From an optimization exercise on the open Yosys and OpenROAD flow, aimed at small area and few clock cycles per item; shortcuts taken in it are not production practice. At most, simulation tests tie the RTL to the original design; equivalence was not proved.

==> trial 16 <==
==> flow/design.v (excerpt) <==
module aes128_key_expansion (
   input  wire logic         clock,
   input  wire logic         reset,
   input  wire logic         req_tvalid,
   output logic              req_tready,
   input  wire logic [127:0] req_tdata,
   output logic              rsp_tvalid,
   input  wire logic         rsp_tready,
   output logic [135:0]      rsp_tdata,
   output logic              rsp_tlast
);
clock: 5.3 ns
lec_check: 0
cap_margin: 20
core_margin: 2
core_utilization: 40
cts_buf_list: sky130_fd_sc_hd__clkbuf_4 sky130_fd_sc_hd__clkbuf_8
setup_slack_margin: -0.15
slew_margin: 20
standard.sh (not shown) runs the stock make flow with config.mk's settings and CLKGATE_MAP_FILE= SYNTH_SCRIPT=/design/flow/synth_recipe.tcl, a recipe that flattens the netlist after the stock synthesis.
==> flow/flow/run.sh <==
#!/bin/bash
# Own flow: the standard layout with these changes:
#  - synthesis: the abc technology-mapping step uses flow/abc_area_nf.script
#    instead of ORFS's speed script (front end, flip-flop mapping, flatten and
#    rename are the standard ones);
#  - placement: every port still gets a buffer, but buffer_ports uses the
#    1x buffer (sky130_fd_sc_hd__buf_1) rather than the cell it picks itself;
#  - clock tree: clkbuf_4/clkbuf_8 only, larger sink clusters and no dummy
#    balancing loads;
#  - the resizer does not use the 4x buffer (flow/no_buf4.tcl, sourced at the
#    start of each OpenROAD step).
# Each tool's output goes to a log of its own: synth.log, layout.log, and
# ORFS's per-step logs under orfs/logs/.
set -euo pipefail
W=$PWD
cat flow/abc_override.tcl synth_recipe.tcl > my_synth.tcl
sed "s#$W/synth_recipe.tcl#$W/my_synth.tcl#g" standard.sh > my_standard.sh
grep -q my_synth.tcl my_standard.sh
export MY_ABC_SCRIPT=$W/flow/abc_area_nf.script
export BUFFER_PORTS_ARGS="-buffer_cell sky130_fd_sc_hd__buf_1"
export CTS_ARGS="-sink_clustering_enable -repair_clock_nets -dont_use_dummy_load -sink_clustering_size 30 -sink_clustering_max_diameter 80 -buf_list {sky130_fd_sc_hd__clkbuf_4 sky130_fd_sc_hd__clkbuf_8}"
bash my_standard.sh synth > synth.log 2>&1
for step in FLOORPLAN GLOBAL_PLACE RESIZE REPAIR_TIMING_POST_PLACE DETAIL_PLACE CTS GLOBAL_ROUTE DETAIL_ROUTE; do
  export PRE_${step}_TCL=$W/flow/no_buf4.tcl
done
bash my_standard.sh finish > layout.log 2>&1
==> flow/flow/abc_area_nf.script <==
strash
&get -n
&dch -f
&nf -p -R 50
&put
==> flow/flow/abc_override.tcl <==
# Prepended to synth_recipe.tcl: every liberty-mapping abc call uses an
# area-oriented mapping script (structural choices, then &nf area recovery)
# in place of ORFS's speed script. Registers are untouched (no -dff).
proc abc {args} {
  set i [lsearch -exact $args -script]
  if {$i >= 0} {
    set args [lreplace $args $i [expr {$i + 1}] -script $::env(MY_ABC_SCRIPT)]
  }
  yosys abc {*}$args
}
==> flow/flow/no_buf4.tcl <==
# Keep the resizer from using the 4x buffer for its own buffering (port
# buffers are set separately); smaller buffers are still available.
set_dont_use sky130_fd_sc_hd__buf_4
==> inputs of trial 47, as changes to trial 16 <==
--- a/flow/design.v
+++ b/flow/design.v
@@ -23,15 +23,15 @@
    logic M24, M25, M26, M27, M28, M29, M30, M31, M32, M33;
    logic M34, M35, M36, M37, M38, M39, M40, M41, M42, M43;
    logic M44, M45, M46, M47, M48, M49, M50, M51, M52, M53;
    logic M54, M55, M56, M57, M58, M59, M60, M61, M62, M63;
    logic L0, L1, L2, L3, L4, L5, L6, L7, L8, L9;
    logic L10, L11, L12, L13, L14, L15, L16, L17, L18, L19;
    logic L20, L21, L22, L23, L24, L25, L26, L27, L28, L29;
-   logic L30, L31, S0, S1, S2, S3, S4, S5, S6, S7;
+   logic S0, S1, S2, S3, S4, S5, S6, S7;
    assign {U0, U1, U2, U3, U4, U5, U6, U7} = data_in;
    assign T1 = U0 ^ U3;
    assign T2 = U0 ^ U5;
    assign T3 = U0 ^ U6;
    assign T4 = U3 ^ U5;
    assign T5 = U4 ^ U6;
    assign T6 = T1 ^ T5;
@@ -116,53 +116,51 @@
    assign M58 = M43 & T3;
    assign M59 = M38 & T22;
    assign M60 = M37 & T20;
    assign M61 = M42 & T1;
    assign M62 = M45 & T4;
    assign M63 = M41 & T2;
    assign L0 = M61 ^ M62;
-   assign L1 = M55 ^ M56;
-   assign L2 = M47 ^ L1;
-   assign L3 = L0 ^ L2;
-   assign L4 = M49 ^ M50;
-   assign L5 = M54 ^ M58;
-   assign L6 = M46 ^ M48;
-   assign L7 = M52 ^ M53;
-   assign L8 = M46 ^ L3;
-   assign L9 = M50 ^ M51;
-   assign L10 = L6 ^ L9;
-   assign L11 = L0 ^ L4;
-   assign L12 = M53 ^ L5;
-   assign L13 = M60 ^ L6;
-   assign L14 = L12 ^ L13;
-   assign L15 = L4 ^ L8;
-   assign L16 = L7 ^ L8;
-   assign L17 = L8 ^ L10;
-   assign L18 = L1 ^ L7;
-   assign L19 = L11 ^ L18;
-   assign L20 = M56 ^ M57;
-   assign L21 = L11 ^ L20;
-   assign L22 = L14 ^ L21;
-   assign L23 = M58 ^ M59;
-   assign L24 = L10 ^ L23;
-   assign L25 = L11 ^ L24;
-   assign L26 = M59 ^ L9;
-   assign L27 = L12 ^ L26;
-   assign L28 = L0 ^ L27;
-   assign L29 = M61 ^ M63;
-   assign L30 = L7 ^ L29;
-   assign L31 = L14 ^ L30;
-   assign S0 = L19;
-   assign S1 = ~L16;
-   assign S2 = ~L31;
-   assign S3 = L15;
-   assign S4 = L17;
-   assign S5 = L22;
-   assign S6 = ~L28;
-   assign S7 = ~L25;
+   assign L1 = M50 ^ M56;
+   assign L2 = M46 ^ M48;
+   assign L3 = M47 ^ M55;
+   assign L4 = M54 ^ M58;
+   assign L5 = M49 ^ M61;
+   assign L6 = M62 ^ L5;
+   assign L7 = M46 ^ L3;
+   assign L8 = M51 ^ M59;
+   assign L9 = M52 ^ M53;
+   assign L10 = M53 ^ L4;
+   assign L11 = M60 ^ L2;
+   assign L12 = M48 ^ M51;
+   assign L13 = M50 ^ L0;
+   assign L14 = M52 ^ M61;
+   assign L15 = M55 ^ L1;
+   assign L16 = M56 ^ L0;
+   assign L17 = M57 ^ L1;
+   assign L18 = M58 ^ L8;
+   assign L19 = M63 ^ L4;
+   assign L20 = L0 ^ L1;
+   assign L21 = L1 ^ L7;
+   assign L22 = L3 ^ L12;
+   assign L23 = L18 ^ L2;
+   assign L24 = L15 ^ L9;
+   assign L25 = L6 ^ L10;
+   assign L26 = L7 ^ L9;
+   assign L27 = L8 ^ L10;
+   assign L28 = L11 ^ L14;
+   assign L29 = L11 ^ L17;
+   assign S0 = L6 ^ L24;
+   assign S1 = ~(L16 ^ L26);
+   assign S2 = ~(L19 ^ L28);
+   assign S3 = L6 ^ L21;
+   assign S4 = L20 ^ L22;
+   assign S5 = L25 ^ L29;
+   assign S6 = ~(L13 ^ L27);
+   assign S7 = ~(L6 ^ L23);
    assign data_out = {S0, S1, S2, S3, S4, S5, S6, S7};
 endmodule
 `default_nettype wire
 `timescale 1ns / 1ps
 `default_nettype none
 import aesk_pkg::*;
 module aesk_ctrl (
@@ -224,38 +222,40 @@
    logic [31:0]          w1_next;
    logic [31:0]          w2_next;
    logic [31:0]          w3_next;
    aesk_sbox u_sbox3 (.data_in(work_ff[23:16]), .data_out(sub_word[31:24]));
    aesk_sbox u_sbox2 (.data_in(work_ff[15:8]),  .data_out(sub_word[23:16]));
    aesk_sbox u_sbox1 (.data_in(work_ff[7:0]),   .data_out(sub_word[15:8]));
    aesk_sbox u_sbox0 (.data_in(work_ff[31:24]), .data_out(sub_word[7:0]));
-   logic [7:0] low_hot;
-   logic       r8;
-   logic       r9;
-   assign low_hot = {7'd0, !round[3]} << round[2:0];
-   assign r8      = round[3] & !round[0];
-   assign r9      = round[3] & round[0];
-   assign round_const = {low_hot[7], low_hot[6], low_hot[5] | r9, low_hot[4] | round[3],
-                         low_hot[3] | r8, low_hot[2] | r9, low_hot[1] | round[3],
-                         low_hot[0] | r8};
+   always_comb begin
+      case (round)
+         4'd0:    round_const = 8'h01;
+         4'd1:    round_const = 8'h02;
+         4'd2:    round_const = 8'h04;
+         4'd3:    round_const = 8'h08;
+         4'd4:    round_const = 8'h10;
+         4'd5:    round_const = 8'h20;
+         4'd6:    round_const = 8'h40;
+         4'd7:    round_const = 8'h80;
+         4'd8:    round_const = 8'h1b;
+         4'd9:    round_const = 8'h36;
+         default: round_const = 8'h00;
+      endcase
+   end
    assign temp_word = sub_word ^ {round_const, 24'h000000};
-   logic [31:0] w01;
-   logic [31:0] w23;
-   assign w01       = work_ff[127:96] ^ work_ff[95:64];
-   assign w23       = work_ff[63:32] ^ work_ff[31:0];
    assign w0_next   = work_ff[127:96] ^ temp_word;
-   assign w1_next   = w01 ^ temp_word;
+   assign w1_next   = work_ff[95:64] ^ w0_next;
    assign w2_next   = work_ff[63:32] ^ w1_next;
-   assign w3_next   = w23 ^ w1_next;
-   logic hold;
-   assign hold = !(load_key || advance);
+   assign w3_next   = work_ff[31:0] ^ w2_next;
    always_ff @(posedge clock) begin
-      work_ff <= ({KEY_WIDTH{load_key}} & key_in)
-               | ({KEY_WIDTH{advance}} & {w0_next, w1_next, w2_next, w3_next})
-               | ({KEY_WIDTH{hold}} & work_ff);
+      if (load_key) begin
+         work_ff <= key_in;
+      end else if (advance) begin
+         work_ff <= {w0_next, w1_next, w2_next, w3_next};
+      end
    end
    assign key_out = work_ff;
 endmodule
 `default_nettype wire
 `timescale 1ns / 1ps
 `default_nettype none
 import aesk_pkg::*;
==> flow/run.sh (new file) <==
#!/bin/bash
# synth_recipe.tcl (not shown) runs the flow's synth.tcl, then flattens the netlist and writes it again
# the make line also repeats each setting of config.mk as NAME=value (left out here)
make -C /OpenROAD-flow-scripts/flow DESIGN_CONFIG=/design/flow/config.mk WORK_HOME=/design/flow/orfs CLKGATE_MAP_FILE= SYNTH_SCRIPT=/design/flow/synth_recipe.tcl finish
==> flow/config.mk (replaced) <==
export PLATFORM = sky130hd
export DESIGN_NAME = aes128_key_expansion
export DESIGN_NICKNAME = aes128_key_expansion
export VERILOG_FILES = /design/flow/design.v
export SDC_FILE = /design/flow/constraint.sdc
export NUM_CORES = 4
export LEC_CHECK = 0
export CAP_MARGIN = 20
export CORE_MARGIN = 2
export CORE_UTILIZATION = 40
export SLEW_MARGIN = 20
removed: flow/flow/run.sh
removed: flow/flow/abc_area_nf.script
removed: flow/flow/abc_override.tcl
removed: flow/flow/no_buf4.tcl
removed: flow/standard.sh
==> notes <==
- Trial 16 completed without violations. Trial 47 ran to the end with no violations.
- Of trial 47 and trial 16, trial 47 has the higher worst hold slack (gap 97 ps).
- In trial 47 the final area is larger than in trial 16, by about 80%.
- Global-route usage: trial 47 is higher than trial 16 (5.9 points).
- Of trial 47 and trial 16, trial 16 has the higher sequential share of layout area (gap 3.3 points).
- Against trial 16, the clock skew of trial 47 is lower by 18 ps.
- Against trial 47, the non-clock buffer count of trial 16 is lower by 135.
- In trial 16 the via count is lower than in trial 47, by about 40%.
- Between trial 47 and trial 16, the lower setup slack is in trial 47 (gap 37 ps).
- Against trial 16, the register-to-register slack of trial 47 is worse by 40 ps.
- Against trial 16, the routed wire length of trial 47 is larger by 110%.
Testbench counts of trial 47, summed over its fixed seeds: cycles 5,640, items 512.
Function not checked in trial 16: the RTL went through the layout flow alone.

========
==> inputs of run a <==
Another version of the RTL of aes128_key_expansion (not shown whole).
==> module aesk_sbox, before the edit <==
module aesk_sbox (
   input  wire logic [7:0] data_in,
   output logic      [7:0] data_out
);
   logic U0, U1, U2, U3, U4, U5, U6, U7;
   logic T1, T2, T3, T4, T5, T6, T7, T8, T9, T10;
   logic T11, T12, T13, T14, T15, T16, T17, T18, T19, T20;
   logic T21, T22, T23, T24, T25, T26, T27, M1, M2, M3;
   logic M4, M5, M6, M7, M8, M9, M10, M11, M12, M13;
   logic M14, M15, M16, M17, M18, M19, M20, M21, M22, M23;
   logic M24, M25, M26, M27, M28, M29, M30, M31, M32, M33;
   logic M34, M35, M36, M37, M38, M39, M40, M41, M42, M43;
   logic M44, M45, M46, M47, M48, M49, M50, M51, M52, M53;
   logic M54, M55, M56, M57, M58, M59, M60, M61, M62, M63;
   logic L0, L1, L2, L3, L4, L5, L6, L7, L8, L9;
   logic L10, L11, L12, L13, L14, L15, L16, L17, L18, L19;
   logic L20, L21, L22, L23, L24, L25, L26, L27, L28, L29;
   logic S0, S1, S2, S3, S4, S5, S6, S7;
   assign {U0, U1, U2, U3, U4, U5, U6, U7} = data_in;
   assign T1 = U0 ^ U3;
   assign T2 = U0 ^ U5;
   assign T3 = U0 ^ U6;
   assign T4 = U3 ^ U5;
   assign T5 = U4 ^ U6;
   assign T6 = T1 ^ T5;
   assign T7 = U1 ^ U2;
   assign T8 = U7 ^ T6;
   assign T9 = U7 ^ T7;
   assign T10 = T6 ^ T7;
   assign T11 = U1 ^ U5;
   assign T12 = U2 ^ U5;
   assign T13 = T3 ^ T4;
   assign T14 = T6 ^ T11;
   assign T15 = T5 ^ T11;
   assign T16 = T5 ^ T12;
   assign T17 = T9 ^ T16;
   assign T18 = U3 ^ U7;
   assign T19 = T7 ^ T18;
   assign T20 = T1 ^ T19;
   assign T21 = U6 ^ U7;
   assign T22 = T7 ^ T21;
   assign T23 = T2 ^ T22;
   assign T24 = T2 ^ T10;
   assign T25 = T20 ^ T17;
   assign T26 = T3 ^ T16;
   assign T27 = T1 ^ T12;
   assign M1 = T13 & T6;
   assign M2 = T23 & T8;
   assign M3 = T14 ^ M1;
   assign M4 = T19 & U7;
   assign M5 = M4 ^ M1;
   assign M6 = T3 & T16;
   assign M7 = T22 & T9;
   assign M8 = T26 ^ M6;
   assign M9 = T20 & T17;
   assign M10 = M9 ^ M6;
   assign M11 = T1 & T15;
   assign M12 = T4 & T27;
   assign M13 = M12 ^ M11;
   assign M14 = T2 & T10;
   assign M15 = M14 ^ M11;
   assign M16 = M3 ^ M2;
   assign M17 = M5 ^ T24;
   assign M18 = M8 ^ M7;
   assign M19 = M10 ^ M15;
   assign M20 = M16 ^ M13;
   assign M21 = M17 ^ M15;
   assign M22 = M18 ^ M13;
   assign M23 = M19 ^ T25;
   assign M24 = M22 ^ M23;
   assign M25 = M22 & M20;
   assign M26 = M21 ^ M25;
   assign M27 = M20 ^ M21;
   assign M28 = M23 ^ M25;
   assign M29 = M28 & M27;
   assign M30 = M26 & M24;
   assign M31 = M20 & M23;
   assign M32 = M27 & M31;
   assign M33 = M27 ^ M25;
   assign M34 = M21 & M22;
   assign M35 = M24 & M34;
   assign M36 = M24 ^ M25;
   assign M37 = M21 ^ M29;
   assign M38 = M32 ^ M33;
   assign M39 = M23 ^ M30;
   assign M40 = M35 ^ M36;
   assign M41 = M38 ^ M40;
   assign M42 = M37 ^ M39;
   assign M43 = M37 ^ M38;
   assign M44 = M39 ^ M40;
   assign M45 = M42 ^ M41;
   assign M46 = M44 & T6;
   assign M47 = M40 & T8;
   assign M48 = M39 & U7;
   assign M49 = M43 & T16;
   assign M50 = M38 & T9;
   assign M51 = M37 & T17;
   assign M52 = M42 & T15;
   assign M53 = M45 & T27;
   assign M54 = M41 & T10;
   assign M55 = M44 & T13;
   assign M56 = M40 & T23;
   assign M57 = M39 & T19;
   assign M58 = M43 & T3;
   assign M59 = M38 & T22;
   assign M60 = M37 & T20;
   assign M61 = M42 & T1;
   assign M62 = M45 & T4;
   assign M63 = M41 & T2;
   assign L0 = M61 ^ M62;
   assign L1 = M50 ^ M56;
   assign L2 = M46 ^ M48;
   assign L3 = M47 ^ M55;
   assign L4 = M54 ^ M58;
   assign L5 = M49 ^ M61;
   assign L6 = M62 ^ L5;
   assign L7 = M46 ^ L3;
   assign L8 = M51 ^ M59;
   assign L9 = M52 ^ M53;
   assign L10 = M53 ^ L4;
   assign L11 = M60 ^ L2;
   assign L12 = M48 ^ M51;
   assign L13 = M50 ^ L0;
   assign L14 = M52 ^ M61;
   assign L15 = M55 ^ L1;
   assign L16 = M56 ^ L0;
   assign L17 = M57 ^ L1;
   assign L18 = M58 ^ L8;
   assign L19 = M63 ^ L4;
   assign L20 = L0 ^ L1;
   assign L21 = L1 ^ L7;
   assign L22 = L3 ^ L12;
   assign L23 = L18 ^ L2;
   assign L24 = L15 ^ L9;
   assign L25 = L6 ^ L10;
   assign L26 = L7 ^ L9;
   assign L27 = L8 ^ L10;
   assign L28 = L11 ^ L14;
   assign L29 = L11 ^ L17;
   assign S0 = L6 ^ L24;
   assign S1 = ~(L16 ^ L26);
   assign S2 = ~(L19 ^ L28);
   assign S3 = L6 ^ L21;
   assign S4 = L20 ^ L22;
   assign S5 = L25 ^ L29;
   assign S6 = ~(L13 ^ L27);
   assign S7 = ~(L6 ^ L23);
   assign data_out = {S0, S1, S2, S3, S4, S5, S6, S7};
endmodule
==> module aesk_datapath, before the edit <==
module aesk_datapath (
   input  wire logic                              clock,
   input  wire logic                              load_key,
   input  wire logic                              advance,
   input  wire logic [aesk_pkg::ROUND_WIDTH-1:0]  round,
   input  wire logic [aesk_pkg::KEY_WIDTH-1:0]    key_in,
   output logic      [aesk_pkg::KEY_WIDTH-1:0]    key_out
);
   logic [KEY_WIDTH-1:0] work_ff;
   logic [31:0]          sub_word;
   logic [7:0]           round_const;
   logic [31:0]          temp_word;
   logic [31:0]          w0_next;
   logic [31:0]          w1_next;
   logic [31:0]          w2_next;
   logic [31:0]          w3_next;
   aesk_sbox u_sbox3 (.data_in(work_ff[23:16]), .data_out(sub_word[31:24]));
   aesk_sbox u_sbox2 (.data_in(work_ff[15:8]),  .data_out(sub_word[23:16]));
   aesk_sbox u_sbox1 (.data_in(work_ff[7:0]),   .data_out(sub_word[15:8]));
   aesk_sbox u_sbox0 (.data_in(work_ff[31:24]), .data_out(sub_word[7:0]));
   logic [7:0] low_hot;
   logic       r8;
   logic       r9;
   assign low_hot = {7'd0, !round[3]} << round[2:0];
   assign r8      = round[3] & !round[0];
   assign r9      = round[3] & round[0];
   assign round_const = {low_hot[7], low_hot[6], low_hot[5] | r9, low_hot[4] | round[3],
                         low_hot[3] | r8, low_hot[2] | r9, low_hot[1] | round[3],
                         low_hot[0] | r8};
   assign temp_word = sub_word ^ {round_const, 24'h000000};
   logic [31:0] w01;
   logic [31:0] w23;
   assign w01       = work_ff[127:96] ^ work_ff[95:64];
   assign w23       = work_ff[63:32] ^ work_ff[31:0];
   assign w0_next   = work_ff[127:96] ^ temp_word;
   assign w1_next   = w01 ^ temp_word;
   assign w2_next   = work_ff[63:32] ^ w1_next;
   assign w3_next   = w23 ^ w1_next;
   logic hold;
   assign hold = !(load_key || advance);
   always_ff @(posedge clock) begin
      work_ff <= ({KEY_WIDTH{load_key}} & key_in)
               | ({KEY_WIDTH{advance}} & {w0_next, w1_next, w2_next, w3_next})
               | ({KEY_WIDTH{hold}} & work_ff);
   end
   assign key_out = work_ff;
endmodule
Settings: LEC_CHECK=0, CAP_MARGIN=20, CORE_MARGIN=2, CORE_UTILIZATION=40, CTS_BUF_LIST=sky130_fd_sc_hd__clkbuf_4 sky130_fd_sc_hd__clkbuf_8, GPL_ROUTABILITY_DRIVEN=0, SETUP_SLACK_MARGIN=-0.15, SLEW_MARGIN=20; clock period 5.3 ns.
==> flow/flow/run.sh <==
#!/bin/bash
# Own flow: the standard layout with these changes:
#  - synthesis: the abc technology-mapping step uses flow/abc_area_nf.script
#    instead of ORFS's speed script (front end, flip-flop mapping, flatten and
#    rename are the standard ones);
#  - placement: every port still gets a buffer, but buffer_ports uses the
#    1x buffer (sky130_fd_sc_hd__buf_1) rather than the cell it picks itself;
#  - clock tree: clkbuf_4/clkbuf_8 only, larger sink clusters and no dummy
#    balancing loads;
#  - the resizer does not use the 4x buffer (flow/no_buf4.tcl, sourced at the
#    start of each OpenROAD step).
# Each tool's output goes to a log of its own: synth.log, layout.log, and
# ORFS's per-step logs under orfs/logs/.
set -euo pipefail
W=$PWD
cat flow/abc_override.tcl synth_recipe.tcl > my_synth.tcl
sed "s#$W/synth_recipe.tcl#$W/my_synth.tcl#g" standard.sh > my_standard.sh
grep -q my_synth.tcl my_standard.sh
export MY_ABC_SCRIPT=$W/flow/abc_area_nf.script
export BUFFER_PORTS_ARGS="-buffer_cell sky130_fd_sc_hd__buf_1"
export CTS_ARGS="-sink_clustering_enable -repair_clock_nets -dont_use_dummy_load -sink_clustering_size 30 -sink_clustering_max_diameter 80 -buf_list {sky130_fd_sc_hd__clkbuf_4 sky130_fd_sc_hd__clkbuf_8}"
bash my_standard.sh synth > synth.log 2>&1
for step in FLOORPLAN GLOBAL_PLACE RESIZE REPAIR_TIMING_POST_PLACE DETAIL_PLACE CTS GLOBAL_ROUTE DETAIL_ROUTE; do
  export PRE_${step}_TCL=$W/flow/no_buf4.tcl
done
bash my_standard.sh finish > layout.log 2>&1
==> flow/flow/abc_area_nf.script <==
strash
&get -n
&dch -f
&nf -p -R 50
&put
==> flow/flow/abc_override.tcl <==
# Prepended to synth_recipe.tcl: every liberty-mapping abc call uses an
# area-oriented mapping script (structural choices, then &nf area recovery)
# in place of ORFS's speed script. Registers are untouched (no -dff).
proc abc {args} {
  set i [lsearch -exact $args -script]
  if {$i >= 0} {
    set args [lreplace $args $i [expr {$i + 1}] -script $::env(MY_ABC_SCRIPT)]
  }
  yosys abc {*}$args
}
==> flow/flow/no_buf4.tcl <==
# Keep the resizer from using the 4x buffer for its own buffering (port
# buffers are set separately); smaller buffers are still available.
set_dont_use sky130_fd_sc_hd__buf_4
==> run b: changes against run a <==
--- a/flow/design.v
+++ b/flow/design.v
@@ -27,7 +27,8 @@
    logic L0, L1, L2, L3, L4, L5, L6, L7, L8, L9;
    logic L10, L11, L12, L13, L14, L15, L16, L17, L18, L19;
    logic L20, L21, L22, L23, L24, L25, L26, L27, L28, L29;
-   logic S0, S1, S2, S3, S4, S5, S6, S7;
+   logic L30, L31, L32, L33, S0, S1, S2, S3, S4, S5;
+   logic S6, S7;
    assign {U0, U1, U2, U3, U4, U5, U6, U7} = data_in;
    assign T1 = U0 ^ U3;
    assign T2 = U0 ^ U5;
@@ -120,43 +121,47 @@
    assign M62 = M45 & T4;
    assign M63 = M41 & T2;
    assign L0 = M61 ^ M62;
-   assign L1 = M50 ^ M56;
-   assign L2 = M46 ^ M48;
-   assign L3 = M47 ^ M55;
-   assign L4 = M54 ^ M58;
-   assign L5 = M49 ^ M61;
-   assign L6 = M62 ^ L5;
-   assign L7 = M46 ^ L3;
-   assign L8 = M51 ^ M59;
-   assign L9 = M52 ^ M53;
-   assign L10 = M53 ^ L4;
-   assign L11 = M60 ^ L2;
-   assign L12 = M48 ^ M51;
-   assign L13 = M50 ^ L0;
-   assign L14 = M52 ^ M61;
-   assign L15 = M55 ^ L1;
-   assign L16 = M56 ^ L0;
-   assign L17 = M57 ^ L1;
-   assign L18 = M58 ^ L8;
-   assign L19 = M63 ^ L4;
-   assign L20 = L0 ^ L1;
-   assign L21 = L1 ^ L7;
-   assign L22 = L3 ^ L12;
-   assign L23 = L18 ^ L2;
-   assign L24 = L15 ^ L9;
-   assign L25 = L6 ^ L10;
-   assign L26 = L7 ^ L9;
-   assign L27 = L8 ^ L10;
-   assign L28 = L11 ^ L14;
-   assign L29 = L11 ^ L17;
-   assign S0 = L6 ^ L24;
-   assign S1 = ~(L16 ^ L26);
-   assign S2 = ~(L19 ^ L28);
-   assign S3 = L6 ^ L21;
-   assign S4 = L20 ^ L22;
-   assign S5 = L25 ^ L29;
-   assign S6 = ~(L13 ^ L27);
-   assign S7 = ~(L6 ^ L23);
+   assign L1 = M55 ^ M56;
+   assign L2 = M47 ^ L1;
+   assign L3 = L0 ^ L2;
+   assign L4 = M49 ^ M50;
+   assign L5 = M46 ^ M48;
+   assign L6 = M58 ^ L5;
+   assign L7 = M52 ^ M53;
+   assign L8 = M46 ^ L3;
+   assign L9 = M50 ^ M51;
+   assign L10 = L0 ^ L4;
+   assign L11 = M59 ^ L9;
+   assign L12 = M53 ^ M54;
+   assign L13 = L4 ^ L8;
+   assign L14 = L7 ^ L8;
+   assign L15 = M48 ^ L9;
+   assign L16 = L3 ^ L15;
+   assign L17 = L1 ^ L7;
+   assign L18 = L10 ^ L17;
+   assign L19 = L6 ^ L11;
+   assign L20 = L10 ^ L19;
+   assign L21 = M58 ^ L11;
+   assign L22 = L0 ^ L12;
+   assign L23 = L21 ^ L22;
+   assign L24 = M56 ^ M57;
+   assign L25 = M60 ^ L24;
+   assign L26 = L4 ^ L25;
+   assign L27 = L6 ^ L26;
+   assign L28 = L22 ^ L27;
+   assign L29 = M52 ^ M54;
+   assign L30 = M60 ^ M61;
+   assign L31 = M63 ^ L29;
+   assign L32 = L6 ^ L30;
+   assign L33 = L31 ^ L32;
+   assign S0 = L18;
+   assign S1 = ~L14;
+   assign S2 = ~L33;
+   assign S3 = L13;
+   assign S4 = L16;
+   assign S5 = L28;
+   assign S6 = ~L23;
+   assign S7 = ~L20;
    assign data_out = {S0, S1, S2, S3, S4, S5, S6, S7};
 endmodule
 `default_nettype wire
- GPL_ROUTABILITY_DRIVEN: 0 -> unset
- SETUP_SLACK_MARGIN: -0.15 -> -0.22
==> run c: changes against run a <==
--- a/flow/design.v
+++ b/flow/design.v
@@ -236,14 +236,10 @@
                          low_hot[3] | r8, low_hot[2] | r9, low_hot[1] | round[3],
                          low_hot[0] | r8};
    assign temp_word = sub_word ^ {round_const, 24'h000000};
-   logic [31:0] w01;
-   logic [31:0] w23;
-   assign w01       = work_ff[127:96] ^ work_ff[95:64];
-   assign w23       = work_ff[63:32] ^ work_ff[31:0];
    assign w0_next   = work_ff[127:96] ^ temp_word;
-   assign w1_next   = w01 ^ temp_word;
+   assign w1_next   = work_ff[95:64] ^ w0_next;
    assign w2_next   = work_ff[63:32] ^ w1_next;
-   assign w3_next   = w23 ^ w1_next;
+   assign w3_next   = work_ff[31:0] ^ w2_next;
    logic hold;
    assign hold = !(load_key || advance);
    always_ff @(posedge clock) begin
- GPL_ROUTABILITY_DRIVEN: 0 -> unset
- SETUP_SLACK_MARGIN: -0.15 -> unset
==> run d: changes against run a <==
--- a/flow/design.v
+++ b/flow/design.v
@@ -236,14 +236,10 @@
                          low_hot[3] | r8, low_hot[2] | r9, low_hot[1] | round[3],
                          low_hot[0] | r8};
    assign temp_word = sub_word ^ {round_const, 24'h000000};
-   logic [31:0] w01;
-   logic [31:0] w23;
-   assign w01       = work_ff[127:96] ^ work_ff[95:64];
-   assign w23       = work_ff[63:32] ^ work_ff[31:0];
    assign w0_next   = work_ff[127:96] ^ temp_word;
-   assign w1_next   = w01 ^ temp_word;
+   assign w1_next   = work_ff[95:64] ^ w0_next;
    assign w2_next   = work_ff[63:32] ^ w1_next;
-   assign w3_next   = w23 ^ w1_next;
+   assign w3_next   = work_ff[31:0] ^ w2_next;
    logic hold;
    assign hold = !(load_key || advance);
    always_ff @(posedge clock) begin
==> flow/flow/run.sh (replaced) <==
#!/bin/bash
# Own flow: the standard layout with two changes:
#  - synthesis: the abc technology-mapping step uses flow/abc_area_nf.script
#    instead of ORFS's speed script (front end, flip-flop mapping, flatten and
#    rename are the standard ones);
#  - placement: every port still gets a buffer, but buffer_ports uses the
#    1x buffer (sky130_fd_sc_hd__buf_1) rather than the cell it picks itself;
#  - clock tree: larger sink clusters and no dummy balancing loads.
set -euo pipefail
W=$PWD
cat flow/abc_override.tcl synth_recipe.tcl > my_synth.tcl
sed "s#$W/synth_recipe.tcl#$W/my_synth.tcl#g" standard.sh > my_standard.sh
grep -q my_synth.tcl my_standard.sh
export MY_ABC_SCRIPT=$W/flow/abc_area_nf.script
export BUFFER_PORTS_ARGS="-buffer_cell sky130_fd_sc_hd__buf_1"
export CTS_ARGS="-sink_clustering_enable -repair_clock_nets -dont_use_dummy_load -sink_clustering_size 30 -sink_clustering_max_diameter 80 -buf_list {sky130_fd_sc_hd__clkbuf_4 sky130_fd_sc_hd__clkbuf_8}"
bash my_standard.sh synth > synth.log 2>&1
bash my_standard.sh finish > layout.log 2>&1
==> flow/flow/abc_area_nf.script (replaced) <==
strash
&get -n
&dch -f
&nf -p -R 70
&put
- GPL_ROUTABILITY_DRIVEN: 0 -> unset
- SETUP_SLACK_MARGIN: -0.15 -> unset
removed: flow/flow/no_buf4.tcl
==> qor summary <==
item	run a	run d	run c	run b
Fraction of the mapped netlist area in compound gates	17.2%	16.1%	16.5%	17.2%
Via count of the first global-routing pass	8497	8258	8126	8280
Number of DRC markers after the initial detailed-route iteration	631	575	442	523
Placed instance area	11200 um2	11400 um2	11100 um2	10900 um2
Post-CTS setup buffer count	0	1	0	0
Core box area	23400 um2	23300 um2	23300 um2	22700 um2
Hold wc startpoint	u_datapath.work_ff[50]$_DFF_P_	u_datapath.work_ff[109]$_DFF_P_	u_datapath.work_ff[56]$_DFF_P_	u_datapath.work_ff[90]$_DFF_P_
Status	no timing/DRC/antenna violations	no timing/DRC/antenna violations	no timing/DRC/antenna violations	no timing/DRC/antenna violations
Die outline width	158 um	157 um	157 um	156 um
Area share of and/or/nand/nor cells after synthesis	12.9%	11.7%	12.0%	11.5%
FMAX	0.198 GHz	0.197 GHz	0.200 GHz	0.196 GHz
Dpl hpwl	20600 um	22600 um	20500 um	20700 um
PnR worst setup slack	0.243 ns	0.232 ns	0.302 ns	0.207 ns
Post-route minimum period	5.06 ns	5.07 ns	5.00 ns	5.09 ns
Synth area leader	sky130_fd_sc_hd__xnor2_1	sky130_fd_sc_hd__xnor2_1	sky130_fd_sc_hd__xnor2_1	sky130_fd_sc_hd__dfxtp_1
Arrival time of data at the critical path endpoint	5.37 ns	5.37 ns	5.30 ns	5.40 ns
Share of synthesized area spent on multiplexers	0.105%	0.213%	0%	0%
Count of mapped cells out of synthesis	1140	1100	1104	1091
Slew margin rel.	39.4%	40.2%	34.8%	33.6%
Worst reg2reg startpoint	u_datapath.work_ff[31]$_DFF_P_	u_datapath.work_ff[14]$_DFF_P_	u_datapath.work_ff[29]$_DFF_P_	u_datapath.work_ff[9]$_DFF_P_
# nets final	1625	1612	1590	1574
Synthesized area per cell	8.32 um2	8.54 um2	8.52 um2	8.51 um2
Unique cell type count in the Yosys netlist	24	24	28	29
Final worst-path cycle share	95.4%	95.6%	94.3%	96.1%
Buffer share of cell area	11.4%	13.6%	11.3%	11.5%
Testbench counts of run a, summed over its fixed seeds: cycles 5,640, items 512.
Testbench counts of run b, summed over its fixed seeds: cycles 5,640, items 512.
Testbench counts of run c, summed over its fixed seeds: cycles 5,640, items 512.
Testbench counts of run d, summed over its fixed seeds: cycles 5,640, items 512.

[separate check: timing with driven ports]
In the flow no input, the clock included, has a driving cell. The finished layouts below were timed again as built, in two steps.
Step 1 (the two cells are an assumption about what drives the block):
set clk [get_ports {clock}]
set_driving_cell -lib_cell sky130_fd_sc_hd__clkbuf_16 $clk
set_driving_cell -lib_cell sky130_fd_sc_hd__buf_2 [delete_from_list [all_inputs] $clk]
Step 2 moves the port delays by t, midway between the first and last clock arrival at a register: inputs arrive t later, outputs are due t later. That takes back most of the time a late clock gives input paths.
a / b / c = no drivers / after step 1 / after step 2; a / b = the first two.
run	t, ns	setup slack, ns	hold slack, ns	worst slew at a driven data input, ns
trial 16	0.467	0.222 / 0.222 / 0.222	0.464 / 0.464 / 0.464	0.05
trial 47	0.496	0.185 / 0.185 / 0.185	0.562 / 0.562 / 0.562	0.09
run a	0.471	0.243 / 0.243 / 0.243	0.463 / 0.463 / 0.463	0.06
run b	0.467	0.207 / 0.207 / 0.207	0.458 / 0.458 / 0.458	0.09
run c	0.481	0.302 / 0.302 / 0.302	0.476 / 0.476 / 0.476	0.06
run d	0.476	0.232 / 0.232 / 0.232	0.461 / 0.461 / 0.461	0.07
After both steps setup and hold are still met in every run listed.
